This is an optimization exercise on Yosys and OpenROAD, whose aim is a short achievable clock period and few clock cycles, not a production implementation.
Only simulation tests tie the RTL to the original design; equivalence was not proved.
Power and IR drop assume default switching activity.

**design/flow/config.mk**
```make
export PLATFORM = sky130hd
export DESIGN_NAME = icache_top
export DESIGN_NICKNAME = icache_top
export VERILOG_FILES = /design/flow/design.v
export SDC_FILE = /design/flow/constraint.sdc
export NUM_CORES = 4
export LEC_CHECK = 0
export CAP_MARGIN = 20
export CORE_MARGIN = 2
export CORE_UTILIZATION = 45
export CTS_CLUSTER_DIAMETER = 100
export CTS_CLUSTER_SIZE = 20
export SETUP_SLACK_MARGIN = 3.3
export SLEW_MARGIN = 20
export TNS_END_PERCENT = 10
```
**design/flow/constraint.sdc**
```tcl
create_clock -name core_clock -period 6.0 [get_ports {clk_i}]
set_input_delay 1.2000 -clock core_clock [delete_from_list [all_inputs] [get_ports {clk_i}]]
set_output_delay 1.2000 -clock core_clock [all_outputs]
set_load 0.01 [all_outputs]
```
**design/flow/design.v**
```verilog
`default_nettype none
package icache_pkg;
   localparam int FETCH_ADDR_WIDTH = 32;
   localparam int FETCH_DATA_WIDTH = 32;
   localparam int NB_WAYS          = 2;
   localparam int NB_SETS          = 16;
   localparam int SET_ID_WIDTH     = 4;
   localparam int OFFSET_WIDTH     = 2;
   localparam int SET_ID_LSB       = 2;
   localparam int SET_ID_MSB       = 5;
   localparam int TAG_LSB          = 6;
   localparam int TAG_WIDTH        = 26;
   localparam int RESP_BUF_DEPTH   = 2;
   localparam int RESP_PTR_WIDTH   = 1;
   localparam int RESP_CNT_WIDTH   = 2;
   typedef enum logic [2:0] {
      IDLE,
      LOOKUP,
      REFILL_REQ,
      REFILL_WAIT,
      FLUSH
   } ctrl_state_e;
endpackage
`default_nettype wire
`timescale 1ns/1ps
`default_nettype none
module refill_resp_buffer #(
   parameter int W = 32,
   parameter int D = 16
)
(
   input  wire logic          clk_i,
   input  wire logic          rst_n_i,
   input  wire logic          push_i,
   input  wire logic [W-1:0]  push_data_i,
   input  wire logic          pop_i,
   output logic [W-1:0]       head_o,
   output logic [D:0]         level_o      
);
   logic [W-1:0] e_q [D];
   logic [D:0]   lvl_q;
   assign head_o  = e_q[0];
   assign level_o = lvl_q;
   always_ff @(posedge clk_i)
   begin
      if (!rst_n_i)
         lvl_q <= (D+1)'(1);
      else if (push_i && !pop_i)
         lvl_q <= {lvl_q[D-1:0], 1'b0};
      else if (pop_i && !push_i)
         lvl_q <= {1'b0, lvl_q[D:1]};
   end
   always_ff @(posedge clk_i)
   begin
      for (int i = 0; i < D; i++)
      begin
         if (pop_i)
         begin
            if ((i == D - 1) || (push_i && lvl_q[i+1]))
               e_q[i] <= push_data_i;
            else
               e_q[i] <= e_q[(i == D - 1) ? i : i + 1];
         end
         else if (push_i && lvl_q[i])
            e_q[i] <= push_data_i;
      end
   end
endmodule
`default_nettype wire
`timescale 1ns/1ps
`default_nettype none
module icache_top
(
   input  wire logic        clk_i,
   input  wire logic        rst_n_i,
   input  wire logic        fetch_req_i,
   input  wire logic [31:0] fetch_addr_i,
   output logic             fetch_gnt_o,
   output logic             fetch_rvalid_o,
   output logic [31:0]      fetch_rdata_o,
   output logic             refill_req_o,
   input  wire logic        refill_gnt_i,
   output logic [31:0]      refill_addr_o,
   input  wire logic        refill_r_valid_i,
   input  wire logic [31:0] refill_r_data_i,
   input  wire logic        flush_icache_i,
   output logic             cache_is_flushed_o
);
   localparam int NW  = 2;             
   localparam int NS  = 16;            
   localparam int NL  = NW * NS;       
   localparam int TW  = 26;            
   localparam int N   = 256;           
   localparam int R   = 64;            
   localparam int D   = 64;            
   function automatic logic below(input logic [15:0] c, input logic inc,
                                  input logic dec, input int k);
      logic lt_m1, lt_0, lt_p1;
      lt_m1 = (c < 16'(k - 1));
      lt_0  = (c < 16'(k));
      lt_p1 = (c < 16'(k + 1));
      case ({inc, dec})
         2'b10:   below = lt_m1;
         2'b01:   below = lt_p1;
         default: below = lt_0;
      endcase
   endfunction
   logic [TW-1:0]  tag_q   [NW][NS];
   logic [NW-1:0]  valid_q [NS];
   logic [NS-1:0]  victim_q;
   logic [31:0]    data_q  [NL];        
   logic           gnt_q;
   logic           acc;
   logic [TW-1:0]  a_tag;
   logic [NS-1:0]  a_sel;
   assign fetch_gnt_o = gnt_q & ~flush_icache_i;
   assign acc         = fetch_req_i & fetch_gnt_o;
   assign a_tag       = fetch_addr_i[31:6];
   always_comb
      for (int s = 0; s < NS; s++)
         a_sel[s] = (fetch_addr_i[5:2] == 4'(s));
   logic           l_valid_q;
   logic [29:0]    l_addr_q;            
   logic [NS-1:0]  l_sel_q;             
   logic [NW-1:0]  l_mraw_q;            
   logic [NW-1:0]  l_vraw_q;            
   logic           l_vict_raw_q;        
   logic           l_same_q;            
   logic           l_pway_q;            
   logic           l_eqp_q;             
   logic [TW-1:0]  l_tag;
   logic [NW-1:0]  match;
   logic           hit;
   logic           vict;
   logic           miss;
   logic [NW-1:0]  fill_w;
   assign l_tag = l_addr_q[29:4];
   always_comb
   begin
      for (int w = 0; w < NW; w++)
         match[w] = (l_same_q && (l_pway_q == w[0])) ? l_eqp_q
                                                     : (l_vraw_q[w] & l_mraw_q[w]);
      hit  = |match;
      vict = l_vict_raw_q ^ l_same_q;
      miss = l_valid_q & ~hit;
      for (int w = 0; w < NW; w++)
         fill_w[w] = miss & (vict == w[0]);
   end
   logic           w_v_q;
   logic           w_hit_q;
   logic [4:0]     w_line_q;            
   logic           p_v_q;               
   logic [29:0]    p_addr_q;
   logic [5:0]     rq_head;
   logic [N:0]     rq_lvl;
   logic           rq_ne;
   logic           rq_push;
   logic           rq_pop;
   logic           hd_v_q;
   logic           hd_hit_q;
   logic [NL-1:0]  hd_sel_q;            
   logic [31:0]    hd_word;
   logic           pop;
   logic           hd_load;
   logic           from_w;
   logic           mq_pop;
   logic           out_v_q;
   logic [31:0]    out_d_q;
   assign rq_ne   = !rq_lvl[0];
   assign hd_load = !hd_v_q || pop;
   assign rq_pop  = hd_load && rq_ne;
   assign from_w  = hd_load && !rq_ne && w_v_q;
   assign rq_push = w_v_q && !from_w;
   refill_resp_buffer #(.W(6), .D(N)) i_resp_q (
      .clk_i       ( clk_i              ),
      .rst_n_i     ( rst_n_i            ),
      .push_i      ( rq_push            ),
      .push_data_i ( {w_hit_q, w_line_q} ),
      .pop_i       ( rq_pop             ),
      .head_o      ( rq_head            ),
      .level_o     ( rq_lvl             )
   );
   logic [29:0]    aq_head;
   logic [R:0]     aq_lvl;
   logic           req_q;
   logic           take;
   logic [7:0]     owed_q;              
   logic           rf_v_q;
   logic [31:0]    rf_d_q;
   logic [31:0]    dq_head;
   logic [D:0]     dq_lvl;
   logic           dq_ne;
   assign take          = req_q & refill_gnt_i;
   assign refill_req_o  = req_q;
   assign refill_addr_o = {aq_head, 2'b00};
   refill_resp_buffer #(.W(30), .D(R)) i_addr_q (
      .clk_i       ( clk_i    ),
      .rst_n_i     ( rst_n_i  ),
      .push_i      ( p_v_q    ),
      .push_data_i ( p_addr_q ),
      .pop_i       ( take     ),
      .head_o      ( aq_head  ),
      .level_o     ( aq_lvl   )
   );
   refill_resp_buffer #(.W(32), .D(D)) i_data_q (
      .clk_i       ( clk_i    ),
      .rst_n_i     ( rst_n_i  ),
      .push_i      ( rf_v_q   ),
      .push_data_i ( rf_d_q   ),
      .pop_i       ( mq_pop   ),
      .head_o      ( dq_head  ),
      .level_o     ( dq_lvl   )
   );
   assign dq_ne  = !dq_lvl[0];
   assign pop    = hd_v_q & (hd_hit_q | dq_ne);
   assign mq_pop = pop & ~hd_hit_q;
   always_comb
   begin
      hd_word = '0;
      for (int i = 0; i < NL; i++)
         hd_word = hd_word | ({32{hd_sel_q[i]}} & data_q[i]);
   end
   assign fetch_rvalid_o = out_v_q;
   assign fetch_rdata_o  = out_d_q;
   logic           fl_done_q;
   logic           fl_now;
   assign fl_now             = flush_icache_i & ~fl_done_q;
   assign cache_is_flushed_o = fl_done_q;
   always_ff @(posedge clk_i)
   begin
      if (!rst_n_i)
      begin
         gnt_q     <= 1'b1;
         l_valid_q <= 1'b0;
         l_same_q  <= 1'b0;
         w_v_q     <= 1'b0;
         p_v_q     <= 1'b0;
         hd_v_q    <= 1'b0;
         out_v_q   <= 1'b0;
         req_q     <= 1'b0;
         owed_q    <= '0;
         rf_v_q    <= 1'b0;
         fl_done_q <= 1'b0;
         victim_q  <= '0;
         for (int s = 0; s < NS; s++)
            valid_q[s] <= '0;
      end
      else
      begin
         gnt_q     <= !(|rq_lvl[N:N-6]) && !(|aq_lvl[R:R-6]);
         l_valid_q <= acc;
         l_same_q  <= miss && ((fetch_addr_i[5:2]) == l_addr_q[3:0]);
         w_v_q     <= l_valid_q;
         p_v_q     <= miss;
         if (hd_load)
            hd_v_q <= rq_ne || w_v_q;
         out_v_q   <= pop;
         req_q  <= (p_v_q || (take ? !aq_lvl[1] : !aq_lvl[0])) &&
                   below(16'(owed_q), take, mq_pop, D);
         owed_q <= owed_q + 8'(take) - 8'(mq_pop);
         rf_v_q <= refill_r_valid_i;
         fl_done_q <= fl_now;
         for (int s = 0; s < NS; s++)
         begin
            for (int w = 0; w < NW; w++)
               if (fill_w[w] && l_sel_q[s])
                  valid_q[s][w] <= 1'b1;
            if (miss && l_sel_q[s])
               victim_q[s] <= ~victim_q[s];
            if (fl_now)
               valid_q[s] <= '0;
         end
      end
   end
   always_ff @(posedge clk_i)
   begin
      logic [NW-1:0] mraw;
      logic [NW-1:0] vraw;
      logic          vraw_p;
      l_addr_q <= fetch_addr_i[31:2];
      l_sel_q  <= a_sel;
      mraw   = '0;
      vraw   = '0;
      vraw_p = 1'b0;
      for (int s = 0; s < NS; s++)
      begin
         for (int w = 0; w < NW; w++)
         begin
            mraw[w] = mraw[w] | (a_sel[s] & (tag_q[w][s] == a_tag));
            vraw[w] = vraw[w] | (a_sel[s] & valid_q[s][w]);
         end
         vraw_p = vraw_p | (a_sel[s] & victim_q[s]);
      end
      l_mraw_q     <= mraw;
      l_vraw_q     <= vraw;
      l_vict_raw_q <= vraw_p;
      l_pway_q     <= vict;
      l_eqp_q      <= (a_tag == l_tag);
      for (int s = 0; s < NS; s++)
         for (int w = 0; w < NW; w++)
            if (fill_w[w] && l_sel_q[s])
               tag_q[w][s] <= l_tag;
      w_hit_q  <= hit;
      w_line_q <= {hit ? match[1] : vict, l_addr_q[3:0]};
      p_addr_q <= l_addr_q;
      if (hd_load)
      begin
         hd_hit_q <= rq_ne ? rq_head[5] : w_hit_q;
         for (int i = 0; i < NL; i++)
            hd_sel_q[i] <= ((rq_ne ? rq_head[4:0] : w_line_q) == 5'(i));
      end
      out_d_q <= hd_hit_q ? hd_word : dq_head;
      for (int i = 0; i < NL; i++)
         if (mq_pop && hd_sel_q[i])
            data_q[i] <= dq_head;
      rf_d_q <= refill_r_data_i;
   end
endmodule
`default_nettype wire
```
**design/flow/flow/run.sh**
```bash
#!/bin/bash
# The standard layout, with every port buffered by a plain buf_4 rather
# than the delay cell buffer_ports picks on its own.
set -euo pipefail
export BUFFER_PORTS_ARGS="-buffer_cell sky130_fd_sc_hd__buf_4"
bash standard.sh finish > standard_flow.log 2>&1
```
**design/flow/standard.sh**
```bash
#!/bin/bash
# synth_recipe.tcl (not shown) runs the flow's synth.tcl, then flattens the netlist and writes it again
# the make line also repeats each setting of config.mk as NAME=value (left out here)
make -C /OpenROAD-flow-scripts/flow DESIGN_CONFIG=/design/flow/config.mk WORK_HOME=/design/flow/orfs CLKGATE_MAP_FILE= SYNTH_SCRIPT=/design/flow/synth_recipe.tcl "${@:-finish}"
```
==> run notes, run 1 <==
Max VDD drop 335 uV; ranking of synthesized cells by area dfxtp_1 (40%), edfxtp_1 (20%), nor2_1 (14%); Seq cells post-synth ~8000; Sw Share just under 30%; period utilisation layout 50.4%; Flop pwr share 58.6%; EDFF count, synth 1957; router iterations before antenna repair 6; Synth Area in Adders 0.0855%; Crit-path slowest cell dfxtp_1; reg2reg setup slack roughly 3.0 ns; simple-gate share of the synthesized area between 15 and 20%; main combinational cell family by area after synthesis simple AND/OR/NAND/NOR gates; cell count after synthesis 32448; power per cell area 409 nW/um2; post-synthesis xor/xnor area fraction under 10%; post-synthesis mux area share 2.95%; Clock Latency Late Sink 1.15 ns; Initial Util 45.2%; Final Worst Setup Slack 2.97 ns; Worst-Margin Slew between 1 and 1.5 ns; P&R area growth vs syn 6.88%; crit path buf inv count 1; Final ANT Viol Nets 0; Compound-Gate Fraction of Synth Area 13.5%; Mapped Area between 300000 and 400000 um2; Post-synth ARST share 0%; hpwl dp 520000 um; ys flop type dfxtp_1; Port-buffer cells about 130; Iter 0 DRT Violations 22849; skew final 0.115 ns; TritonCTS Buffers 442; post-synth top area cell dfxtp_1; Rows 300; largest net degree at the start of global routing 211; first-pass GRT wire length 1370000 um; total number of yosys warnings 10; switching pwr 38.5 mW; Yosys cell types 69; Leakage roughly 120 nW; Startpoint Class flop; gr usage total ~25%; Max-Cap Viols 0; Die H 822 um; Slew headroom about a quarter; Core Region roughly 670000 um2; Combinational Power Share 17.3%; Routed WL approximately 910000 um; nets@finish about 31000; post-DR vias/cell 5.81; min Tclk post-route 3.03 ns; CP endpoint kind output pin; worst path arrival time 1.83 ns; worst hold path type primary input to flop; Die Wd slightly above 800 um; Finish-stage setup viols 0; H-tree levels 5; CP Max Fanout 1; Worst EP required roughly 4.8 ns; Final Hold Fails 0; critical path's top delay family flip-flops; Syn Area/Cell 9.29 um2; initial antenna violation count 28; register clock-pin slew on the reported worst setup and hold paths 0.09 ns; clock group share of total power around 24%; DP Worst Slack 1.88 ns; count leader, synth nor2_1; WL/cell 22.5 um; RSZ-0062 raised after global routing yes; status finished clean; CTS root buffer clkbuf_16; setup TNS 0 ns; top cells by count, synth nor2_1 (11525), dfxtp_1 (6038), o22ai_1 (5371); Slew Viols, Final 0; gpl congestion 0.814; I/O pin total between 100 and 150; DRC viols 0; sequential fraction of the synthesis area about three fifths; Crit Path Class flop to output pin; Clock Path Buffers 4; vias in the first global route 221560; # hold bufs at CTS 0; vias 234121; DIE AREA between 600000 and 700000 um2; total chip power around 130 mW; clk sinks 7995; Yosys top cell area share 40.1%; f_max 330 MHz; Util after Layout between 40% and 50%; grt ovf 0; critical-path cell list buf_4; layout cells sized above 1 6.41%; CTS tree done; critical path's largest stage delay 0.53 ns; P_int 93.2 mW
==> area by class of cell <==
class,instances,area [um2]
timing repair buffer,635,6080
fill,61595,345000
clock buffer,581,11600
inverter,28,185
multi-input combinational,22074,112000
clock inverter,35,724
sequential,7995,180000
antenna,12,30.0
timing repair inverter,5,51.3
tap,8909,11100
==> logic make-up after synthesis <==
group / after synthesis
adders and majority gates: 20
xor gates and xnor gates: 882
other: 1
DFF: 7995
and+or+nand+nor: 13892
buffers and inverters: 2398
muxes: 830
AOI/OAI and AO/OA: 6430
==> routing by layer <==
| metal | GRT usage (%) | wire length [um] |
|---|---|---|
| met1 | 34.5 | 389000 |
| met2 | 42.8 | 424000 |
| met3 | 2.89 | 62900 |
| met4 | 7.49 | 30100 |
| met5 | 0 | 27 |
==> registers in the layout, summed over array words and instances, names as in the netlist, 32 cells and up <==
| register | flops |
|---|---|
| i_data_q.e_q | 2048 |
| i_addr_q.e_q | 1920 |
| i_resp_q.e_q | 1536 |
| data_q | 1024 |
| tag_q | 832 |
| i_resp_q.lvl_q | 257 |
| i_addr_q.lvl_q | 65 |
| i_data_q.lvl_q | 65 |
| hd_sel_q | 32 |
| out_d_q | 32 |
| rf_d_q | 32 |
| valid_q | 32 |
==> power by group through the flow <==
stage | Sequential (mW) | Clock, mW | Combinational, mW
global placement | 77.9 | 0 | 21.3
finish | 77.1 | 31.7 | 22.8
detailed placement | 78.2 | 0 | 22.3
CTS | 77.0 | 32.3 | 22.6
global route | 78.5 | 34.2 | 25.7
floorplan | 74.6 | 0 | 18.2
==> worst paths after layout <==
check / from / cells past startpoint / endpoint
worst max register to register: i_data_q.lvl_q[0] / 7 / data_q[14][8]
worst min register to register: l_addr_q[0] / 0 / p_addr_q[0]
worst min-delay path: refill_r_data_i[28] / 1 / rf_d_q[28]
worst max-delay path: out_d_q[3] / 1 / fetch_rdata_o[3]
==> cell usage in the layout (no fill, tap or decap), drive strengths merged, types with 72 or more instances in the layout <==
cell type | Yosys | layout
nand2 | 1807 | 1807
a22o | 112 | 112
o22ai | 5371 | 5371
edfxtp | 1957 | 1957
nand3 | 126 | 126
dfxtp | 6038 | 6038
clkbuf | 1364 | 581
mux2 | 450 | 450
buf | 1006 | 629
nand4 | 139 | 139
nor3 | 72 | 72
a21oi | 440 | 440
xor2 | 520 | 520
nor2 | 11525 | 11525
a22oi | 220 | 220
nor4 | 122 | 122
a221oi | 142 | 142
mux2i | 380 | 380
xnor2 | 362 | 362
==> metrics by stage <==
stage / instance area (um2) / hold WS, ns / instances
after floorplan: 302000 / 0.350 / 32449
after CTS: 321000 / 0.0517 / 40199
after global placement: 307000 / 0.345 / 39516
after global routing: 322000 / 0.100 / 40263
final: 322000 / 0.162 / 40274
after detailed placement: 307000 / 0.347 / 39531
==> timing repair <==
| action | 4_1_cts | 5_1_grt |
|---|---|---|
| setup buffers | 34 | 35 |
| setup endpoints to repair | 7589 | 5715 |
| pin swaps | 7 | 17 |
| gates resized for setup | 136 | 88 |
| gates cloned | 18 | 13 |
Testbench counts, summed over its fixed seeds: cycles 32,745.
==> inputs of run 2 (changes only) <==
--- a/design/flow/design.v
+++ b/design/flow/design.v
@@ -36,4 +36,5 @@
    input  wire logic          pop_i,
    output logic [W-1:0]       head_o,
+   output logic [W-1:0]       head_next_o,  
    output logic [D:0]         level_o      
 );
@@ -41,4 +42,6 @@
    logic [D:0]   lvl_q;
    assign head_o  = e_q[0];
+   assign head_next_o = pop_i ? ((push_i && lvl_q[1]) ? push_data_i : e_q[(D > 1) ? 1 : 0])
+                              : ((push_i && lvl_q[0]) ? push_data_i : e_q[0]);
    assign level_o = lvl_q;
    always_ff @(posedge clk_i)
@@ -94,16 +97,4 @@
    localparam int R   = 64;            
    localparam int D   = 64;            
-   function automatic logic below(input logic [15:0] c, input logic inc,
-                                  input logic dec, input int k);
-      logic lt_m1, lt_0, lt_p1;
-      lt_m1 = (c < 16'(k - 1));
-      lt_0  = (c < 16'(k));
-      lt_p1 = (c < 16'(k + 1));
-      case ({inc, dec})
-         2'b10:   below = lt_m1;
-         2'b01:   below = lt_p1;
-         default: below = lt_0;
-      endcase
-   endfunction
    logic [TW-1:0]  tag_q   [NW][NS];
    logic [NW-1:0]  valid_q [NS];
@@ -160,4 +151,5 @@
    logic           hd_hit_q;
    logic [NL-1:0]  hd_sel_q;            
+   logic [NL-1:0]  hd_wsel_q;           
    logic [31:0]    hd_word;
    logic           pop;
@@ -179,11 +171,14 @@
       .pop_i       ( rq_pop             ),
       .head_o      ( rq_head            ),
+      .head_next_o (                    ),
       .level_o     ( rq_lvl             )
    );
    logic [29:0]    aq_head;
+   logic [29:0]    aq_next;
+   logic [29:0]    raddr_q;             
    logic [R:0]     aq_lvl;
    logic           req_q;
    logic           take;
-   logic [7:0]     owed_q;              
+   logic [D:0]     owed_q;              
    logic           rf_v_q;
    logic [31:0]    rf_d_q;
@@ -193,5 +188,5 @@
    assign take          = req_q & refill_gnt_i;
    assign refill_req_o  = req_q;
-   assign refill_addr_o = {aq_head, 2'b00};
+   assign refill_addr_o = {raddr_q, 2'b00};
    refill_resp_buffer #(.W(30), .D(R)) i_addr_q (
       .clk_i       ( clk_i    ),
@@ -201,4 +196,5 @@
       .pop_i       ( take     ),
       .head_o      ( aq_head  ),
+      .head_next_o ( aq_next  ),
       .level_o     ( aq_lvl   )
    );
@@ -210,4 +206,5 @@
       .pop_i       ( mq_pop   ),
       .head_o      ( dq_head  ),
+      .head_next_o (          ),
       .level_o     ( dq_lvl   )
    );
@@ -239,5 +236,5 @@
          out_v_q   <= 1'b0;
          req_q     <= 1'b0;
-         owed_q    <= '0;
+         owed_q    <= (D+1)'(1);
          rf_v_q    <= 1'b0;
          fl_done_q <= 1'b0;
@@ -257,6 +254,9 @@
          out_v_q   <= pop;
          req_q  <= (p_v_q || (take ? !aq_lvl[1] : !aq_lvl[0])) &&
-                   below(16'(owed_q), take, mq_pop, D);
-         owed_q <= owed_q + 8'(take) - 8'(mq_pop);
+                   !((take && !mq_pop) ? owed_q[D-1] : (mq_pop && !take) ? 1'b0 : owed_q[D]);
+         if (take && !mq_pop)
+            owed_q <= {owed_q[D-1:0], 1'b0};
+         else if (mq_pop && !take)
+            owed_q <= {1'b0, owed_q[D:1]};
          rf_v_q <= refill_r_valid_i;
          fl_done_q <= fl_now;
@@ -308,11 +308,16 @@
          hd_hit_q <= rq_ne ? rq_head[5] : w_hit_q;
          for (int i = 0; i < NL; i++)
-            hd_sel_q[i] <= ((rq_ne ? rq_head[4:0] : w_line_q) == 5'(i));
+         begin
+            hd_sel_q[i]  <= ((rq_ne ? rq_head[4:0] : w_line_q) == 5'(i));
+            hd_wsel_q[i] <= ((rq_ne ? rq_head[4:0] : w_line_q) == 5'(i)) &&
+                            !(rq_ne ? rq_head[5] : w_hit_q);
+         end
       end
       out_d_q <= hd_hit_q ? hd_word : dq_head;
       for (int i = 0; i < NL; i++)
-         if (mq_pop && hd_sel_q[i])
+         if (hd_v_q && dq_ne && hd_wsel_q[i])
             data_q[i] <= dq_head;
       rf_d_q <= refill_r_data_i;
+      raddr_q <= aq_next;
    end
 endmodule
--- a/design/flow/config.mk
+++ b/design/flow/config.mk
@@ -11,5 +11,5 @@
 export CTS_CLUSTER_DIAMETER = 100
 export CTS_CLUSTER_SIZE = 20
-export SETUP_SLACK_MARGIN = 3.3
+export SETUP_SLACK_MARGIN = 3.2
 export SLEW_MARGIN = 20
-export TNS_END_PERCENT = 10
+export TNS_END_PERCENT = 100
==> run 2 against run 1 <==
Global-route usage decreased by 0.28 points; critical path depth unchanged; core utilization increased by 0.084 points; combinational power about the same; maximum frequency decreased by 5.1%; critical path type unchanged; clock power about the same.
==> run notes, run 2 <==
min Tclk post-route 3.19 ns (was 3.03 ns); initial antenna violation count 29 (was 28); P_int 94.1 mW (was 93.2 mW); H-tree levels 5 (unchanged); Max-Cap Viols 0 (unchanged); RSZ-0062 raised after global routing yes (unchanged); WL/cell 22.2 um (was 22.5 um); Startpoint Class flop (unchanged); R2R depth 7 (unchanged); Final Hold Fails 0 (unchanged); Iter 0 DRT Violations 22347 (was 22849); period utilisation layout 53.1% (was 50.4%); commonest non-fill, non-tap cell in the layout nor2_1 (unchanged); vias 235440 (was 234121); post-synthesis mux area share 3.12% (was 2.95%); EDFF count, synth 1989 (was 1957); hold depth 1 (unchanged); ranking of synthesized cells by area dfxtp_1 (40%), edfxtp_1 (20%), nor2_1 (14%) (unchanged); Die H 825 um (was 822 um); largest registers i_data_q.e_q x2048, i_addr_q.e_q x1920, i_resp_q.e_q x1536 (unchanged); Mapped Area 303000 um2 (was 301000 um2); Finish-stage setup viols 0 (unchanged); post-synth top area cell dfxtp_1 (unchanged); register clock-pin slew on the reported worst setup and hold paths 0.09 ns (about the same); Yosys cell types 55 (was 69); DP Worst Slack 2.13 ns (was 1.88 ns); TritonCTS Buffers 444 (was 442); simple-gate share of the synthesized area 17.7% (was 17.8%); sequential fraction of the synthesis area 59.9% (was 59.6%); CP Max Fanout 1 (unchanged); Crit Path Class flop to output pin (unchanged); nets@finish 31459 (was 31271); cell count after synthesis 32678 (was 32448); post-synthesis xor/xnor area fraction 2.54% (was 2.56%); total number of yosys warnings 10 (unchanged); skew final 0.104 ns (was 0.115 ns); Die Wd 825 um (was 822 um); Post-synth ARST share 0% (unchanged); Leakage 122 nW (was 121 nW); Max VDD drop 290 uV (was 335 uV); Crit-path slowest cell edfxtp_1 (was dfxtp_1); f_max 314 MHz (was 330 MHz); post-DR vias/cell 5.81 (about the same); Post-Layout Cell Count 40516 (was 40274); Final ANT Viol Nets 0 (unchanged); Core Region 672000 um2 (was 667000 um2); status finished clean (unchanged); power per cell area 408 nW/um2 (was 409 nW/um2); leading cell types in the layout, fill and taps excluded nor2_1 (11557), dfxtp_1 (5983), o22ai_1 (5382), edfxtp_1 (1989), nand2_1 (1572) (was nor2_1 (11525), dfxtp_1 (5940), o22ai_1 (5371), edfxtp_1 (1957), nand2_1 (1578)); Syn Area/Cell 9.29 um2 (about the same); setup TNS 0 ns (unchanged); top cells by count, synth nor2_1 (11558), dfxtp_1 (6095), o22ai_1 (5382) (was nor2_1 (11525), dfxtp_1 (6038), o22ai_1 (5371)); hpwl dp 524000 um (was 520000 um); worst hold path type primary input to flop (unchanged); Slew headroom 26.3% (was 24.2%); Flop pwr share 58.8% (was 58.6%); # hold bufs at CTS 0 (unchanged); DIE AREA 681000 um2 (was 676000 um2); Port-buffer cells 133 (unchanged); worst path arrival time 1.99 ns (was 1.83 ns); Clock Path Buffers 4 (unchanged); main combinational cell family by area after synthesis simple AND/OR/NAND/NOR gates (unchanged); Rows 301 (was 300); Combinational Power Share 17.2% (was 17.3%); gpl congestion 0.808 (was 0.814); vias in the first global route 222294 (was 221560); count leader, synth nor2_1 (unchanged); DRC viols 0 (unchanged); Final Worst Setup Slack 2.81 ns (was 2.97 ns); max FFs per register 2048 (unchanged); gr usage total 25.1% (was 25.4%); clk sinks 8084 (was 7995); grt ovf 0 (unchanged); I/O pin total 138 (unchanged); Seq cells post-synth 8084 (was 7995); Worst-Margin Slew 1.10 ns (was 1.14 ns); Reg with most FFs i_data_q.e_q (unchanged); Hold WS 0.190 ns (was 0.162 ns); Compound-Gate Fraction of Synth Area 13.6% (was 13.5%); Clock Latency Late Sink 1.13 ns (was 1.15 ns); cell count along the critical path 1 (unchanged); layout cells sized above 1 6.17% (was 6.41%); Routed WL 899000 um (was 906000 um); first-pass GRT wire length 1360000 um (was 1370000 um); CTS tree done (unchanged); router iterations before antenna repair 10 (was 6); Util after Layout 48.3% (about the same); clock group share of total power 23.9% (was 24.1%); Slew Viols, Final 0 (unchanged); largest net degree at the start of global routing 132 (was 211); critical-path cell list buf_6 (was buf_4); crit path buf inv count 1 (unchanged); Yosys top cell area share 40.2% (was 40.1%); DP Cell Count 39824 (was 39531); CTS root buffer clkbuf_16 (unchanged); Sw Share 29.0% (was 29.2%); Synth Area in Adders 0.0206% (was 0.0855%); critical path's top delay family flip-flops (unchanged); switching pwr 38.4 mW (was 38.5 mW); Worst EP required 4.80 ns (about the same); P&R area growth vs syn 7.05% (was 6.88%); CP endpoint kind output pin (unchanged); Initial Util 45.2% (about the same); ys flop type dfxtp_1 (unchanged); # fillers 61990 (was 61595); critical path's largest stage delay 0.72 ns (was 0.53 ns)
-- run 2: power groups by stage --
stage,Combinational (mW),Sequential (mW),Clock (mW)
2_1_floorplan,18.3,75.6,0
5_1_grt,25.7,79.3,34.1
4_1_cts,22.7,77.8,32.3
3_5_place_dp,22.4,79.0,0
6_report,22.8,77.9,31.7
3_3_place_gp,21.4,78.7,0
-- run 2: cell families (layout without fill, tap and decap cells) --
| logic type | count (synthesis) | count (layout) |
|---|---|---|
| AOI/OAI and AO/OA | 6527 | 6527 |
| xor gates and xnor gates | 879 | 879 |
| adders and majority gates | 5 | 5 |
| buffers and inverters | 2366 | 1245 |
| DFF | 8084 | 8084 |
| muxes | 891 | 891 |
| other | 1 | 22 |
| and+or+nand+nor | 13925 | 13925 |
-- run 2: path summary, 6_finish.rpt --
check                                          from                 to  slack, ns
worst min-delay path            refill_r_data_i[24]         rf_d_q[24]       0.19
worst min register to register          l_addr_q[2]        p_addr_q[2]       0.36
worst max register to register         hd_sel_q[18]         out_d_q[1]       3.14
worst max-delay path            i_addr_q.e_q[0][25]  refill_addr_o[27]       2.81
-- run 2: layout make-up --
class	count	area, um2	area share, %
Tap cell	8938	11200	3.44
Inverter	20	153	0.0470
Clock buffer	589	11700	3.61
Clock inverter	31	463	0.143
Multi-Input combinational cell	22229	113000	34.8
Antenna cell	20	50.0	0.0154
Sequential cell	8084	182000	56.1
Timing Repair Buffer	604	6160	1.90
Timing Repair inverter	1	8.76	0.00270
-- run 2: timing repair --
item / in CTS / in global routing
gates resized for setup: 204 / 75
setup buffers: 25 / 4
cloned: 7 / 3
pin swaps: 5 / 3
setup endpoints to repair: 4543 / 2584
-- run 2: per-stage QoR --
stage,total power [mW],cell area (um2)
2_1_floorplan,93.8,304000
3_3_place_gp,100,310000
3_5_place_dp,101,311000
4_1_cts,133,324000
5_1_grt,139,325000
6_report,132,325000
-- run 2: metal layers --
layer | wire (um) | vias up | track usage, %
met5 | 23 | - | 0
met1 | 393000 | 114962 | 34.7
li1 | - | 111489 | -
met4 | 27400 | 4 | 6.94
met3 | 60800 | 1305 | 2.71
met2 | 418000 | 7680 | 41.9
Testbench counts of run 2, summed over its fixed seeds: cycles 32,745.
==> inputs of run 3 (changes only) <==
--- a/design/flow/design.v
+++ b/design/flow/design.v
@@ -177,4 +177,5 @@
    logic [29:0]    aq_next;
    logic [29:0]    raddr_q;             
+   logic           aq_ne_next;          
    logic [R:0]     aq_lvl;
    logic           req_q;
@@ -187,4 +188,5 @@
    logic           dq_ne;
    assign take          = req_q & refill_gnt_i;
+   assign aq_ne_next    = p_v_q || (take ? !aq_lvl[1] : !aq_lvl[0]);
    assign refill_req_o  = req_q;
    assign refill_addr_o = {raddr_q, 2'b00};
@@ -253,5 +255,5 @@
             hd_v_q <= rq_ne || w_v_q;
          out_v_q   <= pop;
-         req_q  <= (p_v_q || (take ? !aq_lvl[1] : !aq_lvl[0])) &&
+         req_q  <= aq_ne_next &&
                    !((take && !mq_pop) ? owed_q[D-1] : (mq_pop && !take) ? 1'b0 : owed_q[D]);
          if (take && !mq_pop)
@@ -319,5 +321,5 @@
             data_q[i] <= dq_head;
       rf_d_q <= refill_r_data_i;
-      raddr_q <= aq_next;
+      raddr_q <= aq_ne_next ? aq_next : '0;
    end
 endmodule
==> run 3 against run 2 <==
Still clean on timing, DRC and antenna; cell count is 0.38% higher; global-route usage down 0.63 points; area after synthesis grew 0.22%; total power barely moved; design area up 0.36%; die area grew 0.22%; worst setup slack better by 0.19 ns; combinational power is essentially flat; routed wire length fell by 2.6%; critical path type unchanged; critical endpoint is now fetch_gnt_o; largest power group unchanged; highest routed layer unchanged.
==> run notes, run 3 <==
Max-Cap Viols 0 (unchanged); worst hold path type primary input to flop (unchanged); nets@finish 31617 (was 31459); router iterations before antenna repair 8 (was 10); Leakage 123 nW (was 122 nW); largest registers i_data_q.e_q x2048, i_addr_q.e_q x1920, i_resp_q.e_q x1536 (unchanged); sequential fraction of the synthesis area 59.9% (about the same); post-synthesis xor/xnor area fraction 2.53% (was 2.54%); simple-gate share of the synthesized area 17.7% (about the same); commonest non-fill, non-tap cell in the layout nor2_1 (unchanged); period utilisation layout 50.0% (was 53.1%); Reg with most FFs i_data_q.e_q (unchanged); ranking of synthesized cells by area dfxtp_1 (41%), edfxtp_1 (19%), nor2_1 (14%) (was dfxtp_1 (40%), edfxtp_1 (20%), nor2_1 (14%)); initial antenna violation count 40 (was 29); Hold WS 0.166 ns (was 0.190 ns); skew final 0.0912 ns (was 0.104 ns); main combinational cell family by area after synthesis simple AND/OR/NAND/NOR gates (unchanged); DRC viols 0 (unchanged); cell count after synthesis 32802 (was 32678); Clock Latency Late Sink 1.15 ns (was 1.13 ns); Clock Path Buffers 4 (unchanged); H-tree levels 5 (unchanged); clk sinks 8114 (was 8084); Slew Viols, Final 0 (unchanged); CP Max Fanout 2 (was 1); CTS tree done (unchanged); CTS root buffer clkbuf_16 (unchanged); Port-buffer cells 133 (unchanged); Max VDD drop 267 uV (was 290 uV); post-synthesis mux area share 3.01% (was 3.12%); power per cell area 406 nW/um2 (was 408 nW/um2); leading cell types in the layout, fill and taps excluded nor2_1 (11612), dfxtp_1 (5996), o22ai_1 (5412), edfxtp_1 (1959), nand2_1 (1578) (was nor2_1 (11557), dfxtp_1 (5983), o22ai_1 (5382), edfxtp_1 (1989), nand2_1 (1572)); Yosys top cell area share 40.5% (was 40.2%); vias in the first global route 224804 (was 222294); Compound-Gate Fraction of Synth Area 13.6% (about the same); grt ovf 0 (unchanged); Final ANT Viol Nets 0 (unchanged); Routed WL 875000 um (was 899000 um); f_max 333 MHz (was 314 MHz); hpwl dp 506000 um (was 524000 um); RSZ-0062 raised after global routing yes (unchanged); largest net degree at the start of global routing 130 (was 132); Worst-Margin Slew 1.11 ns (was 1.10 ns); Post-Layout Cell Count 40671 (was 40516); Finish-stage setup viols 0 (unchanged); Seq cells post-synth 8114 (was 8084); Die H 826 um (was 825 um); R2R depth 5 (was 7); WL/cell 21.5 um (was 22.2 um); post-DR vias/cell 5.77 (was 5.81); Rows 301 (unchanged); vias 234732 (was 235440); Iter 0 DRT Violations 20023 (was 22347); gpl congestion 0.786 (was 0.808); ys flop type dfxtp_1 (unchanged); max FFs per register 2048 (unchanged); Core Region 673000 um2 (was 672000 um2); top cells by count, synth nor2_1 (11614), dfxtp_1 (6155), o22ai_1 (5412) (was nor2_1 (11558), dfxtp_1 (6095), o22ai_1 (5382)); Yosys cell types 55 (unchanged); Slew headroom 25.9% (was 26.3%); Mapped Area 304000 um2 (was 303000 um2); gr usage total 24.5% (was 25.1%); min Tclk post-route 3.00 ns (was 3.19 ns); total chip power 133 mW (was 132 mW); Die Wd 826 um (was 825 um); DP Cell Count 39967 (was 39824); DIE AREA 682000 um2 (was 681000 um2); hold depth 1 (unchanged); EDFF count, synth 1959 (was 1989); total number of yosys warnings 10 (unchanged); status finished clean (unchanged); Worst EP required 4.80 ns (about the same); Initial Util 45.2% (about the same); reg2reg setup slack 3.17 ns (was 3.14 ns); TritonCTS Buffers 446 (was 444); Post-synth ARST share 0% (unchanged); Synth Area in Adders 0.0206% (about the same); count leader, synth nor2_1 (unchanged); Final Hold Fails 0 (unchanged); Crit Path Class flop to output pin (unchanged); Syn Area/Cell 9.27 um2 (was 9.29 um2); first-pass GRT wire length 1340000 um (was 1360000 um); layout cells sized above 1 6.28% (was 6.17%); post-synth top area cell dfxtp_1 (unchanged); register clock-pin slew on the reported worst setup and hold paths 0.08 ns (was 0.09 ns); CP endpoint kind output pin (unchanged); worst path arrival time 1.80 ns (was 1.99 ns); Util after Layout 48.5% (was 48.3%); Startpoint Class flop (unchanged); setup TNS 0 ns (unchanged); I/O pin total 138 (unchanged); P&R area growth vs syn 7.20% (was 7.05%)
[run 3: report_power, final]
part / switching, mW / internal [mW]
Clock: 18.0 / 13.8
Combinational: 11.8 / 11.1
Sequential: 8.25 / 69.6
Total: 38.0 / 94.5
[run 3: metrics by stage]
stage | setup WS (ns) | area [um2]
2_1_floorplan | 1.82 | 305000
3_3_place_gp | 1.73 | 311000
6_report | 3.00 | 326000
4_1_cts | 2.89 | 325000
5_1_grt | 2.94 | 326000
3_5_place_dp | 1.65 | 311000
[run 3: cells by family (layout without fill, tap and decap cells)]
logic type,after synthesis,count (layout)
and+or+nand+nor,14009,14014
DFF,8114,8114
AOI/OAI and AO/OA,6556,6556
buffers and inverters,2376,1272
xor gates and xnor gates,879,879
muxes,862,862
adders and majority gates,5,5
other,1,31
[run 3: layout make-up]
type	count	area [um2]
diodes	29	72.6
clock buffers	585	11800
clock inverters	25	444
fillers	62112	347000
inverters	21	164
multi-input cells	22318	113000
flip-flops and latches	8114	182000
well taps	8938	11200
repair buffers	638	6450
repair inverters	3	28.8
[run 3: worst max-delay path: stages, from the launching register on]
cell     delay (ns)
dfxtp_4        0.40
nor2b_4        0.19
buf_6          0.11
[run 3: worst paths after layout]
| path | start | to |
|---|---|---|
| max | gnt_q | fetch_gnt_o |
| min reg2reg | l_addr_q[19] | p_addr_q[19] |
| min | refill_r_data_i[21] | rf_d_q[21] |
| max reg2reg | hd_sel_q[25] | out_d_q[10] |
[run 3: layer usage]
metal	vias to the layer above	global-route usage [%]	wire length, um
met5	-	0	83
met1	114563	32.9	376000
met3	1395	2.71	55400
li1	111908	-	-
met2	6854	41.9	418000
met4	12	6.80	25700
[run 3: repair_timing]
item | in CTS | in global routing
gates resized for setup | 350 | 128
hold buffers | 0 | 0
cloned | 15 | 6
hold endpoints to repair | 0 | 0
setup endpoints to repair | 6762 | 3541
pin swaps | 6 | 5
buffers inserted | 24 | 13
Testbench counts of run 3, summed over its fixed seeds: cycles 32,745.
==> inputs of run 4 (changes only) <==
--- a/design/flow/config.mk
+++ b/design/flow/config.mk
@@ -8,5 +8,5 @@
 export CAP_MARGIN = 20
 export CORE_MARGIN = 2
-export CORE_UTILIZATION = 45
+export CORE_UTILIZATION = 55
 export CTS_CLUSTER_DIAMETER = 100
 export CTS_CLUSTER_SIZE = 20
==> run 4 against run 3 <==
Cell count fell by 4.2%; maximum frequency down 0.76%; design area down 0.61%; die area is 18% lower; critical path type unchanged; critical path depth unchanged; clock-buffer cell count decreased by 4; first-iteration DRC count grew 16%; still clean; combinational power about the same; largest power group unchanged; highest routed layer unchanged.
==> run notes, run 4 <==
status finished clean (unchanged); EDFF count, synth 1959 (unchanged); leading cell types in the layout, fill and taps excluded nor2_1 (11612), dfxtp_1 (6027), o22ai_1 (5412), edfxtp_1 (1959), nand2_1 (1585) (was nor2_1 (11612), dfxtp_1 (5996), o22ai_1 (5412), edfxtp_1 (1959), nand2_1 (1578)); Final Hold Fails 0 (unchanged); initial antenna violation count 31 (was 40); clk sinks 8114 (unchanged); Worst-Margin Slew 1.18 ns (was 1.11 ns); vias 236083 (was 234732); gpl congestion 0.784 (was 0.786); Combinational Power Share 17.4% (was 17.2%); P_int 94.5 mW (about the same); f_max 331 MHz (was 333 MHz); Flop pwr share 58.9% (was 58.8%); origin of the critical flop-to-flop path i_data_q.lvl_q[0] (was hd_sel_q[25]); end of the critical path fetch_gnt_o (unchanged); CTS tree done (unchanged); post-synth top area cell dfxtp_1 (unchanged); Synth Area in Adders 0.0206% (unchanged); Max VDD drop 308 uV (was 267 uV); Yosys top cell area share 40.5% (unchanged); total chip power 133 mW (about the same); largest registers i_data_q.e_q x2048, i_addr_q.e_q x1920, i_resp_q.e_q x1536 (unchanged); main combinational cell family by area after synthesis simple AND/OR/NAND/NOR gates (unchanged); first-pass GRT wire length 1340000 um (about the same); WL/cell 22.9 um (was 21.5 um); R2R depth 9 (was 5); most used routing layer met2 (unchanged); routing usage on met2 48.1% (was 41.9%); H-tree levels 5 (unchanged); Worst EP required 4.80 ns (about the same); Iter 0 DRT Violations 23253 (was 20023); ys flop type dfxtp_1 (unchanged); largest net degree at the start of global routing 135 (was 130); Reg with most FFs i_data_q.e_q (unchanged); ranking of synthesized cells by area dfxtp_1 (41%), edfxtp_1 (19%), nor2_1 (14%) (unchanged); Die H 748 um (was 826 um); Port-buffer cells 133 (unchanged); total number of yosys warnings 10 (unchanged); Compound-Gate Fraction of Synth Area 13.6% (unchanged); gr usage total 30.2% (was 24.5%); top cells by count, synth nor2_1 (11614), dfxtp_1 (6155), o22ai_1 (5412) (unchanged); hpwl dp 501000 um (was 506000 um); max FFs per register 2048 (unchanged); Syn Area/Cell 9.27 um2 (unchanged); layout cells sized above 1 6.14% (was 6.28%); Startpoint Class flop (unchanged); GRT met3 Usage 3.28% (was 2.71%); Rows 273 (was 301); count leader, synth nor2_1 (unchanged); DP Worst Slack 1.75 ns (was 1.65 ns); cell count after synthesis 32802 (unchanged); period utilisation layout 50.4% (was 50.0%); switching pwr 38.0 mW (about the same); Yosys cell types 55 (unchanged); Post-synth ARST share 0% (unchanged); Die Wd 748 um (was 826 um); setup TNS 0 ns (unchanged); Slew headroom 21.6% (was 25.9%); nets@finish 31605 (was 31617); DRC viols 0 (unchanged); Core Region 552000 um2 (was 673000 um2); simple-gate share of the synthesized area 17.7% (unchanged); Worst R2R End i_data_q.e_q[0][12] (was out_d_q[10]); TritonCTS Buffers 443 (was 446); reg2reg setup slack 3.22 ns (was 3.17 ns); power per cell area 409 nW/um2 (was 406 nW/um2); Finish-stage setup viols 0 (unchanged); register clock-pin slew on the reported worst setup and hold paths 0.08 ns (about the same); Final Worst Setup Slack 2.98 ns (was 3.00 ns); worst path arrival time 1.82 ns (was 1.80 ns); met1 capacity usage during global routing 44.1% (was 32.9%); sequential fraction of the synthesis area 59.9% (unchanged); Initial Util 55.1% (was 45.2%); Clock Path Buffers 4 (unchanged); worst hold path type primary input to flop (unchanged); Util after Layout 58.7% (was 48.5%); CP Max Fanout 2 (unchanged); skew final 0.0555 ns (was 0.0912 ns); I/O pin total 138 (unchanged); P&R area growth vs syn 6.55% (was 7.20%); clock group share of total power 23.8% (was 24.0%); Leakage 123 nW (about the same); critical path startpoint gnt_q (unchanged); Seq cells post-synth 8114 (unchanged); Crit Path Class flop to output pin (unchanged); post-DR vias/cell 6.06 (was 5.77); min Tclk post-route 3.02 ns (was 3.00 ns); Max-Cap Viols 0 (unchanged); post-synthesis xor/xnor area fraction 2.53% (unchanged); grt ovf 0 (unchanged); router iterations before antenna repair 8 (unchanged); Routed WL 894000 um (was 875000 um); Clock Latency Late Sink 1.09 ns (was 1.15 ns); RSZ-0062 raised after global routing yes (unchanged); post-synthesis mux area share 3.01% (unchanged); CP endpoint kind output pin (unchanged); Mapped Area 304000 um2 (unchanged); CTS root buffer clkbuf_16 (unchanged); DIE AREA 559000 um2 (was 682000 um2); commonest non-fill, non-tap cell in the layout nor2_1 (unchanged); Slew Viols, Final 0 (unchanged); Final ANT Viol Nets 0 (unchanged); vias in the first global route 220792 (was 224804); Sw Share 28.7% (about the same)
## run 4: changes by cell type in the layout (fill, tap and decap cells not counted), moves of 25 or more
| cell | delta |
|---|---|
| nand2_2 | -39 |
| dfxtp_2 | -31 |
| dfxtp_1 | +31 |
| buf_6 | -49 |
| nand2_4 | +29 |
| diode_2 | -25 |
## run 4: worst min-delay path by stage
stage / depth (start not counted) / from / to
finish: 1 / refill_r_data_i[1] / rf_d_q[1]
global route: 1 / refill_r_data_i[1] / rf_d_q[1]
CTS: 1 / refill_r_data_i[17] / rf_d_q[17]
detailed placement: 0 / l_addr_q[28] / p_addr_q[28]
global placement: 0 / l_addr_q[28] / p_addr_q[28]
floorplan: 0 / l_addr_q[0] / p_addr_q[0]
## run 4: repair_timing
item                       in CTS  in global routing
setup buffers                  27                 38
hold endpoints to repair        0                  0
gates cloned                   13                 27
hold buffers                    0                  0
pin swaps                       5                  5
setup endpoints to repair    5272               3533
gates resized for setup       360                120
## run 4: power groups by stage
stage	Combinational [mW]	Clock (mW)	Sequential (mW)
floorplan	18.3	0	75.8
global placement	21.4	0	78.8
detailed placement	22.3	0	79.1
CTS	22.7	32.0	77.9
global route	25.9	33.8	79.4
finish	23.0	31.5	78.0
## run 4: routing by layer
| metal | routed length, um | vias up |
|---|---|---|
| li1 | - | 111805 |
| met1 | 405000 | 115216 |
| met2 | 401000 | 7826 |
| met3 | 64800 | 1224 |
| met4 | 23100 | 12 |
| met5 | 70 | - |
## run 4: logic make-up (layout without fill, tap and decap cells)
kind of cell / Yosys count / after routing
and+or+nand+nor: 14009 / 14009
DFF: 8114 / 8114
AOI/OAI and AO/OA: 6556 / 6556
buffers and inverters: 2376 / 1256
xor gates and xnor gates: 879 / 879
muxes: 862 / 862
adders and majority gates: 5 / 5
other: 1 / 6
## run 4: through the flow
step                cells  hold slack (ns)  cell area [um2]
detailed placement  38260            0.333           309000
floorplan           32803            0.350           305000
global route        38971            0.174           324000
global placement    38245            0.332           308000
CTS                 38898            0.130           322000
finish              38974            0.223           324000
## run 4: cell type report
cell class	instances	area (um2)
multi-input combinational	22313	113000
fill	47584	228000
sequential	8114	182000
timing repair inverter	1	11.3
timing repair buffer	636	6810
clock buffer	581	11800
inverter	21	143
clock inverter	17	230
tap	7287	9120
antenna	4	10.0
## run 4: critical path: stages (launching register included)
cell and delay, ns:
dfxtp_4 0.44, nor2b_4 0.20, buf_6 0.11
==> inputs of run 5 (changes only) <==
--- a/design/flow/design.v
+++ b/design/flow/design.v
@@ -101,9 +101,9 @@
    logic [NS-1:0]  victim_q;
    logic [31:0]    data_q  [NL];        
-   logic           gnt_q;
+   logic           nogo_q;              
    logic           acc;
    logic [TW-1:0]  a_tag;
    logic [NS-1:0]  a_sel;
-   assign fetch_gnt_o = gnt_q & ~flush_icache_i;
+   assign fetch_gnt_o = ~(nogo_q | flush_icache_i);
    assign acc         = fetch_req_i & fetch_gnt_o;
    assign a_tag       = fetch_addr_i[31:6];
@@ -230,5 +230,5 @@
       if (!rst_n_i)
       begin
-         gnt_q     <= 1'b1;
+         nogo_q    <= 1'b0;
          l_valid_q <= 1'b0;
          l_same_q  <= 1'b0;
@@ -247,5 +247,5 @@
       else
       begin
-         gnt_q     <= !(|rq_lvl[N:N-6]) && !(|aq_lvl[R:R-6]);
+         nogo_q    <= (|rq_lvl[N:N-6]) || (|aq_lvl[R:R-6]);
          l_valid_q <= acc;
          l_same_q  <= miss && ((fetch_addr_i[5:2]) == l_addr_q[3:0]);
--- a/design/flow/config.mk
+++ b/design/flow/config.mk
@@ -8,5 +8,5 @@
 export CAP_MARGIN = 20
 export CORE_MARGIN = 2
-export CORE_UTILIZATION = 55
+export CORE_UTILIZATION = 45
 export CTS_CLUSTER_DIAMETER = 100
 export CTS_CLUSTER_SIZE = 20
==> run 5 against run 4 <==
Still clean on timing, DRC and antenna; routed wire length decreased by 0.69%; area after synthesis decreased by 0.11%; maximum frequency increased by 1.2%; synthesized cell count about the same; cell count increased by 4.2%; die area increased by 22%; worst hold slack got worse by 0.043 ns; combinational power increased by 3%; sequential share of layout area decreased by 0.29 points; via count decreased by 0.31%; critical path type unchanged; largest cell class unchanged; largest power group unchanged.
==> run notes, run 5 <==
status finished clean (unchanged); CP Max Fanout 1 (was 2); Slew Viols, Final 0 (unchanged); vias 235344 (was 236083); Final ANT Viol Nets 0 (unchanged); nets@finish 31561 (was 31605); Startpoint Class flop (unchanged); H-tree levels 5 (unchanged); I/O pin total 138 (unchanged); ys flop type dfxtp_1 (unchanged); DRC viols 0 (unchanged); first-pass GRT wire length 1350000 um (was 1340000 um); Yosys cell types 54 (was 55); hpwl dp 507000 um (was 501000 um); EDFF count, synth 1959 (unchanged); gr usage total 24.7% (was 30.2%); grt ovf 0 (unchanged); crit path buf inv count 1 (unchanged); CP endpoint kind output pin (unchanged); Final Worst Setup Slack 3.01 ns (was 2.98 ns); sequential fraction of the synthesis area 59.9% (about the same); Clock Latency Late Sink 1.13 ns (was 1.09 ns); Worst-Margin Slew 1.20 ns (was 1.18 ns); period utilisation layout 49.8% (was 50.4%); Routed WL 888000 um (was 894000 um); origin of the critical flop-to-flop path hd_sel_q[23] (was i_data_q.lvl_q[0]); initial antenna violation count 36 (was 31); CTS root buffer clkbuf_16 (unchanged); DP Worst Slack 1.64 ns (was 1.75 ns); Crit Path Class flop to output pin (unchanged); cell count after synthesis 32807 (was 32802); Combinational Power Share 17.7% (was 17.4%); vias in the first global route 223686 (was 220792); RSZ-0062 raised after global routing yes (unchanged); CTS tree done (unchanged); power per cell area 410 nW/um2 (was 409 nW/um2); skew final 0.0839 ns (was 0.0555 ns); WL/cell 21.9 um (was 22.9 um); critical path startpoint raddr_q[16] (was gnt_q); Max VDD drop 282 uV (was 308 uV); ranking of synthesized cells by area dfxtp_1 (41%), edfxtp_1 (19%), nor2_1 (14%) (unchanged); Final Hold Fails 0 (unchanged); Flop pwr share 58.6% (was 58.9%); Worst EP required 4.80 ns (about the same); TritonCTS Buffers 446 (was 443); Slew headroom 20.3% (was 21.6%); router iterations before antenna repair 6 (was 8); Crit-path slowest cell dfxtp_4 (unchanged); max FFs per register 2048 (unchanged); leading cell types in the layout, fill and taps excluded nor2_1 (11618), dfxtp_1 (5999), o22ai_1 (5412), edfxtp_1 (1959), nand2_1 (1523) (was nor2_1 (11612), dfxtp_1 (6027), o22ai_1 (5412), edfxtp_1 (1959), nand2_1 (1585)); post-synth top area cell dfxtp_1 (unchanged); Finish-stage setup viols 0 (unchanged); Initial Util 45.2% (was 55.1%); switching pwr 38.8 mW (was 38.0 mW); clk sinks 8114 (unchanged); Sw Share 29.1% (was 28.7%); reg2reg setup slack 3.06 ns (was 3.22 ns); final instance area 326000 um2 (was 324000 um2); Iter 0 DRT Violations 20759 (was 23253); critical-path cell list buf_6 (was nor2b_4 > buf_6); Rows 301 (was 273); largest registers i_data_q.e_q x2048, i_addr_q.e_q x1920, i_resp_q.e_q x1536 (unchanged); Die H 826 um (was 748 um); critical path's top delay family flip-flops (unchanged); Reg with most FFs i_data_q.e_q (unchanged); P&R area growth vs syn 7.25% (was 6.55%); clock group share of total power 23.7% (was 23.8%); gpl congestion 0.796 (was 0.784); register clock-pin slew on the reported worst setup and hold paths 0.09 ns (was 0.08 ns); Clock Path Buffers 4 (unchanged); Mapped Area 304000 um2 (about the same); Post-synth ARST share 0% (unchanged); count leader, synth nor2_1 (unchanged); top cells by count, synth nor2_1 (11620), dfxtp_1 (6155), o22ai_1 (5412) (was nor2_1 (11614), dfxtp_1 (6155), o22ai_1 (5412)); layout cells sized above 1 6.22% (was 6.14%); Die Wd 826 um (was 748 um); Max-Cap Viols 0 (unchanged); Leakage 122 nW (was 123 nW); total number of yosys warnings 10 (unchanged); critical path's largest stage delay 0.53 ns (was 0.44 ns); worst hold start refill_r_data_i[12] (was refill_r_data_i[1]); Yosys top cell area share 40.6% (was 40.5%); largest net degree at the start of global routing 174 (was 135); P_int 94.7 mW (was 94.5 mW); worst hold path type primary input to flop (unchanged); worst path arrival time 1.79 ns (was 1.82 ns); min Tclk post-route 2.99 ns (was 3.02 ns); Port-buffer cells 133 (unchanged); post-DR vias/cell 5.80 (was 6.06); f_max 335 MHz (was 331 MHz); DIE AREA 682000 um2 (was 559000 um2); Cell Area, Placed 311000 um2 (was 309000 um2); Syn Area/Cell 9.26 um2 (was 9.27 um2); Core Region 672000 um2 (was 552000 um2); setup TNS 0 ns (unchanged); commonest non-fill, non-tap cell in the layout nor2_1 (unchanged); Seq cells post-synth 8114 (unchanged)
[run 5: power groups by stage]
stage          Sequential (mW)  Combinational, mW  Clock (mW)
2_1_floorplan             75.9               18.8           0
3_3_place_gp              78.9               22.0           0
3_5_place_dp              79.2               23.0           0
4_1_cts                   78.1               23.5        32.3
5_1_grt                   79.6               26.6        34.1
6_report                  78.2               23.6        31.7
[run 5: stage by stage]
step / cells / hold slack, ns / utilization, % / power (mW)
6_report: 40600 / 0.180 / 48.5 / 133
5_1_grt: 40585 / 0.155 / 48.5 / 140
4_1_cts: 40554 / 0.0882 / 48.4 / 134
3_5_place_dp: 39902 / 0.345 / 46.2 / 102
3_3_place_gp: 39886 / 0.347 / 46.1 / 101
2_1_floorplan: 32808 / 0.350 / - / 94.7
[run 5: final cells by class]
cell class / instances / area [um2]
fillers: 62025 / 346000
flip-flops and latches: 8114 / 182000
multi-input cells: 22321 / 114000
clock buffers: 577 / 11700
well taps: 8938 / 11200
repair buffers: 580 / 5960
clock inverters: 30 / 413
inverters: 20 / 138
diodes: 17 / 42.5
repair inverters: 3 / 26.3
[run 5: metal layers]
metal	vias up	global-route usage, %	routed length, um
met2	7269	41.8	416000
met4	10	6.35	25100
met3	1369	2.82	58800
met1	114948	33.9	388000
met5	-	0	69
li1	111748	-	-
[run 5: logic make-up after synthesis]
logic type / after synthesis / synth area share, %
AOI/OAI and AO/OA: 6556 / 13.7
xor gates and xnor gates: 879 / 2.53
adders and majority gates: 5 / 0.0206
buffers and inverters: 2375 / 3.09
DFF: 8114 / 59.9
muxes: 862 / 3.01
other: 1 / 0.00123
and+or+nand+nor: 14015 / 17.8
[run 5: worst paths after layout]
check / to / depth (start not counted)
max: refill_addr_o[18] / 1
min: rf_d_q[12] / 1
max reg2reg: out_d_q[2] / 6
min reg2reg: p_addr_q[1] / 0
[run 5: repair_timing]
action                     in CTS  in global routing
setup endpoints to repair    5700               3285
gates cloned                   14                  6
hold buffers                    0                  0
pin swaps                       6                  4
resized for setup             455                 65
buffers inserted               31                 17
Testbench counts of run 5, summed over its fixed seeds: cycles 32,745.
==> inputs of run 6 (changes only) <==
--- a/design/flow/design.v
+++ b/design/flow/design.v
@@ -310,10 +310,9 @@
          hd_hit_q <= rq_ne ? rq_head[5] : w_hit_q;
          for (int i = 0; i < NL; i++)
-         begin
-            hd_sel_q[i]  <= ((rq_ne ? rq_head[4:0] : w_line_q) == 5'(i));
             hd_wsel_q[i] <= ((rq_ne ? rq_head[4:0] : w_line_q) == 5'(i)) &&
                             !(rq_ne ? rq_head[5] : w_hit_q);
-         end
       end
+      for (int i = 0; i < NL; i++)
+         hd_sel_q[i] <= ((rq_ne ? rq_head[4:0] : w_line_q) == 5'(i));
       out_d_q <= hd_hit_q ? hd_word : dq_head;
       for (int i = 0; i < NL; i++)
==> run 6 against run 5 <==
Sequential share of layout area is essentially flat; highest routed layer unchanged; total power down 0.93%; cell count about the same; worst setup slack improved by 0.011 ns; maximum frequency up 0.37%; routed wire length about the same; die area is essentially flat; non-clock buffer count grew 42; combinational power down 6%; still clean; largest cell class unchanged; area after synthesis barely moved; worst hold slack improved by 0.025 ns.
==> run notes, run 6 <==
Crit Path Class flop to output pin (unchanged); largest registers i_data_q.e_q x2048, i_addr_q.e_q x1920, i_resp_q.e_q x1536 (unchanged); post-DR vias/cell 5.78 (was 5.80); gr usage total 24.7% (about the same); post-synth top area cell dfxtp_1 (unchanged); Crit-path slowest cell dfxtp_4 (unchanged); Clock Latency Late Sink 1.12 ns (was 1.13 ns); hpwl dp 511000 um (was 507000 um); grt ovf 0 (unchanged); Flop pwr share 59.2% (was 58.6%); Max VDD drop 285 uV (was 282 uV); H-tree levels 5 (unchanged); total number of yosys warnings 10 (unchanged); Final Hold Fails 0 (unchanged); sequential fraction of the synthesis area 59.8% (was 59.9%); TritonCTS Buffers 447 (was 446); Leakage 122 nW (about the same); cell count along the critical path 1 (unchanged); total chip power 132 mW (was 133 mW); origin of the critical flop-to-flop path hd_sel_q[2] (was hd_sel_q[23]); DP Cell Count 39953 (was 39902); Port-buffer cells 133 (unchanged); WL/cell 21.8 um (was 21.9 um); Initial Util 45.2% (about the same); Clock Path Buffers 4 (unchanged); skew final 0.0670 ns (was 0.0839 ns); f_max 336 MHz (was 335 MHz); CTS root buffer clkbuf_16 (unchanged); Combinational Power Share 16.8% (was 17.7%); RSZ-0062 raised after global routing yes (unchanged); Die H 826 um (about the same); register clock-pin slew on the reported worst setup and hold paths 0.08 ns (was 0.09 ns); I/O pin total 138 (unchanged); critical path's largest stage delay 0.54 ns (was 0.53 ns); vias in the first global route 223134 (was 223686); clk sinks 8114 (unchanged); Yosys top cell area share 40.8% (was 40.6%); Rows 301 (unchanged); period utilisation layout 49.6% (was 49.8%); leading cell types in the layout, fill and taps excluded nor2_1 (11617), dfxtp_1 (6007), o22ai_1 (5412), edfxtp_1 (1927), nand2_1 (1602) (was nor2_1 (11618), dfxtp_1 (5999), o22ai_1 (5412), edfxtp_1 (1959), nand2_1 (1523)); CTS tree done (unchanged); CP Max Fanout 1 (unchanged); Yosys cell types 54 (unchanged); Max-Cap Viols 0 (unchanged); DIE AREA 681000 um2 (was 682000 um2); P_int 94.3 mW (was 94.7 mW); worst path arrival time 1.78 ns (was 1.79 ns); reg2reg setup slack 3.18 ns (was 3.06 ns); cell count after synthesis 32804 (was 32807); Slew headroom 22.9% (was 20.3%); # hold bufs at CTS 0 (unchanged); Routed WL 887000 um (was 888000 um); Mapped Area 304000 um2 (about the same); top cells by count, synth nor2_1 (11619), dfxtp_1 (6187), o22ai_1 (5412) (was nor2_1 (11620), dfxtp_1 (6155), o22ai_1 (5412)); Syn Area/Cell 9.26 um2 (about the same); Iter 0 DRT Violations 21913 (was 20759); Post-synth ARST share 0% (unchanged); Sw Share 28.7% (was 29.1%); largest net degree at the start of global routing 191 (was 174); Worst EP required 4.80 ns (about the same); R2R depth 7 (was 6); Die Wd 826 um (about the same); first-pass GRT wire length 1350000 um (about the same); EDFF count, synth 1927 (was 1959); Finish-stage setup viols 0 (unchanged); gpl congestion 0.790 (was 0.796); count leader, synth nor2_1 (unchanged); min Tclk post-route 2.98 ns (was 2.99 ns); setup TNS 0 ns (unchanged); Slew Viols, Final 0 (unchanged); initial antenna violation count 33 (was 36); crit path buf inv count 1 (unchanged); ranking of synthesized cells by area dfxtp_1 (41%), edfxtp_1 (19%), nor2_1 (14%) (unchanged); DRC viols 0 (unchanged); layout cells sized above 1 6.29% (was 6.22%); P&R area growth vs syn 7.16% (was 7.25%); power per cell area 406 nW/um2 (was 410 nW/um2); router iterations before antenna repair 6 (unchanged); max FFs per register 2048 (unchanged); Seq cells post-synth 8114 (unchanged); clock group share of total power 24.1% (was 23.7%); CP endpoint kind output pin (unchanged); critical-path cell list buf_6 (unchanged); switching pwr 37.9 mW (was 38.8 mW); vias 234934 (was 235344); nets@finish 31599 (was 31561); Worst-Margin Slew 1.16 ns (was 1.20 ns); critical path startpoint raddr_q[13] (was raddr_q[16]); Reg with most FFs i_data_q.e_q (unchanged); Core Region 672000 um2 (unchanged); Hold WS 0.204 ns (was 0.180 ns); Startpoint Class flop (unchanged); Post-Layout Cell Count 40630 (was 40600); worst hold path type primary input to flop (unchanged); critical path's top delay family flip-flops (unchanged); Worst R2R End out_d_q[24] (was out_d_q[2]); end of the critical path refill_addr_o[15] (was refill_addr_o[18]); Final ANT Viol Nets 0 (unchanged); commonest non-fill, non-tap cell in the layout nor2_1 (unchanged); ys flop type dfxtp_1 (unchanged); Util after Layout 48.4% (was 48.5%); status finished clean (unchanged)
==> run 6: cell count changes in the layout (fill, tap and decap cells not counted), moves of 9 or more <==
cell      delta
nand2_4     -72
buf_6       +12
mux2_2      +30
nor3_2      +10
mux2_1      -30
dfxtp_4     +23
diode_2      -9
inv_6        -9
buf_4       +29
edfxtp_1    -32
nor3_1      -11
nand2_1     +79
==> run 6: area by class of cell <==
type                            instances  area (um2)
Antenna cell                            8        20.0
Timing Repair Buffer                  622        6290
Fill cell                           62096      347000
Inverter                               20         143
Timing Repair inverter                  2        17.5
Multi-Input combinational cell      22317      113000
Sequential cell                      8114      182000
Tap cell                             8938       11200
Clock buffer                          576       11800
Clock inverter                         33         488
==> run 6: repair_timing <==
| action | 4_1_cts | 5_1_grt |
|---|---|---|
| endpoints found under the hold margin | 0 | 0 |
| setup endpoints to repair | 5538 | 3047 |
| pin swaps | 4 | 5 |
| buffers inserted | 33 | 4 |
| gates resized for setup | 391 | 74 |
| gates cloned | 8 | 11 |
==> run 6: power groups by stage <==
| stage | clock (mW) | sequential (mW) | combinational [mW] |
|---|---|---|---|
| after floorplan | 0 | 75.8 | 18.2 |
| after global placement | 0 | 79.0 | 20.8 |
| after detailed placement | 0 | 79.3 | 21.8 |
| after CTS | 32.5 | 78.1 | 22.0 |
| after global routing | 34.3 | 79.7 | 25.2 |
| final | 31.8 | 78.2 | 22.2 |
==> run 6: worst min path at each step <==
stage | from | endpoint | slack, ns | depth (start not counted)
global placement | l_addr_q[1] | p_addr_q[1] | 0.34 | 0
detailed placement | l_addr_q[1] | p_addr_q[1] | 0.35 | 0
CTS | refill_r_data_i[30] | rf_d_q[30] | 0.09 | 1
floorplan | l_addr_q[0] | p_addr_q[0] | 0.35 | 0
finish | refill_r_data_i[30] | rf_d_q[30] | 0.20 | 1
global route | refill_r_data_i[30] | rf_d_q[30] | 0.14 | 1
==> run 6: routing by layer <==
metal	up-vias	GRT usage, %	routed length, um
met2	7396	40.5	405000
met5	-	0	134
met1	114427	34.6	394000
met3	1328	2.93	61300
li1	111765	-	-
met4	18	6.75	26300
==> run 6: cell families (layout without fill, tap and decap cells) <==
family / Yosys count / in the layout / share of synthesized area, %
simple gates: 14012 / 14013 / 17.8
compound gates: 6556 / 6556 / 13.7
xor+xnor: 879 / 879 / 2.54
mux: 862 / 862 / 3.01
buf+inv: 2375 / 1253 / 3.17
fa+ha+maj: 5 / 5 / 0.0206
flops: 8114 / 8114 / 59.8
other cells: 1 / 10 / 0.00123
==> run 6: metrics by stage <==
step / area (um2) / setup WS (ns)
2_1_floorplan: 304000 / 2.77
3_3_place_gp: 310000 / 1.86
3_5_place_dp: 311000 / 1.86
4_1_cts: 325000 / 2.89
5_1_grt: 325000 / 2.95
6_report: 325000 / 3.02
Testbench counts of run 6, summed over its fixed seeds: cycles 32,745.

## what the ideal ports hide
No port has a modelled driver above. Below, the same layouts with a new extraction and two added sets of constraints.
Step 1 (the two cells are an assumption about what drives the block):
set clk [get_ports {clk_i}]
set_driving_cell -lib_cell sky130_fd_sc_hd__clkbuf_16 $clk
set_driving_cell -lib_cell sky130_fd_sc_hd__buf_2 [delete_from_list [all_inputs] $clk]
Step 2 times the ports against the registers' clock, not the clock port: input delays grow and output delays shrink by t, the midpoint of the rising clock arrivals with the driver on.
a / b / c = ideal / step 1 / step 2; a / b = the first two.
| run | t, ns | slack for setup (ns) | hold slack, ns | worst setup path after step 2 | worst register clock-pin slew, ns |
|---|---|---|---|---|---|
| run 1 | 1.214 | 2.973 / 2.844 / 2.136 | 0.162 / 0.080 / 0.359 | input to register | 0.09 / 0.09 |
| run 2 | 1.209 | 2.811 / 2.677 / 2.076 | 0.190 / 0.128 / 0.357 | input to register | 0.09 / 0.09 |
| run 3 | 1.217 | 2.998 / 2.871 / 2.005 | 0.166 / 0.115 / 0.350 | input to register | 0.09 / 0.09 |
| run 4 | 1.183 | 2.975 / 2.853 / 2.030 | 0.223 / 0.125 / 0.347 | input to register | 0.09 / 0.09 |
| run 5 | 1.208 | 3.011 / 2.890 / 2.115 | 0.180 / 0.141 / 0.361 | input to register | 0.09 / 0.09 |
| run 6 | 1.214 | 3.022 / 2.889 / 2.147 | 0.204 / 0.102 / 0.361 | input to register | 0.09 / 0.09 |
After both steps setup and hold are still met in every run listed. The setup slack of run 3, which loses most, moves by -0.127 ns with the drivers and by -0.993 ns with both steps.
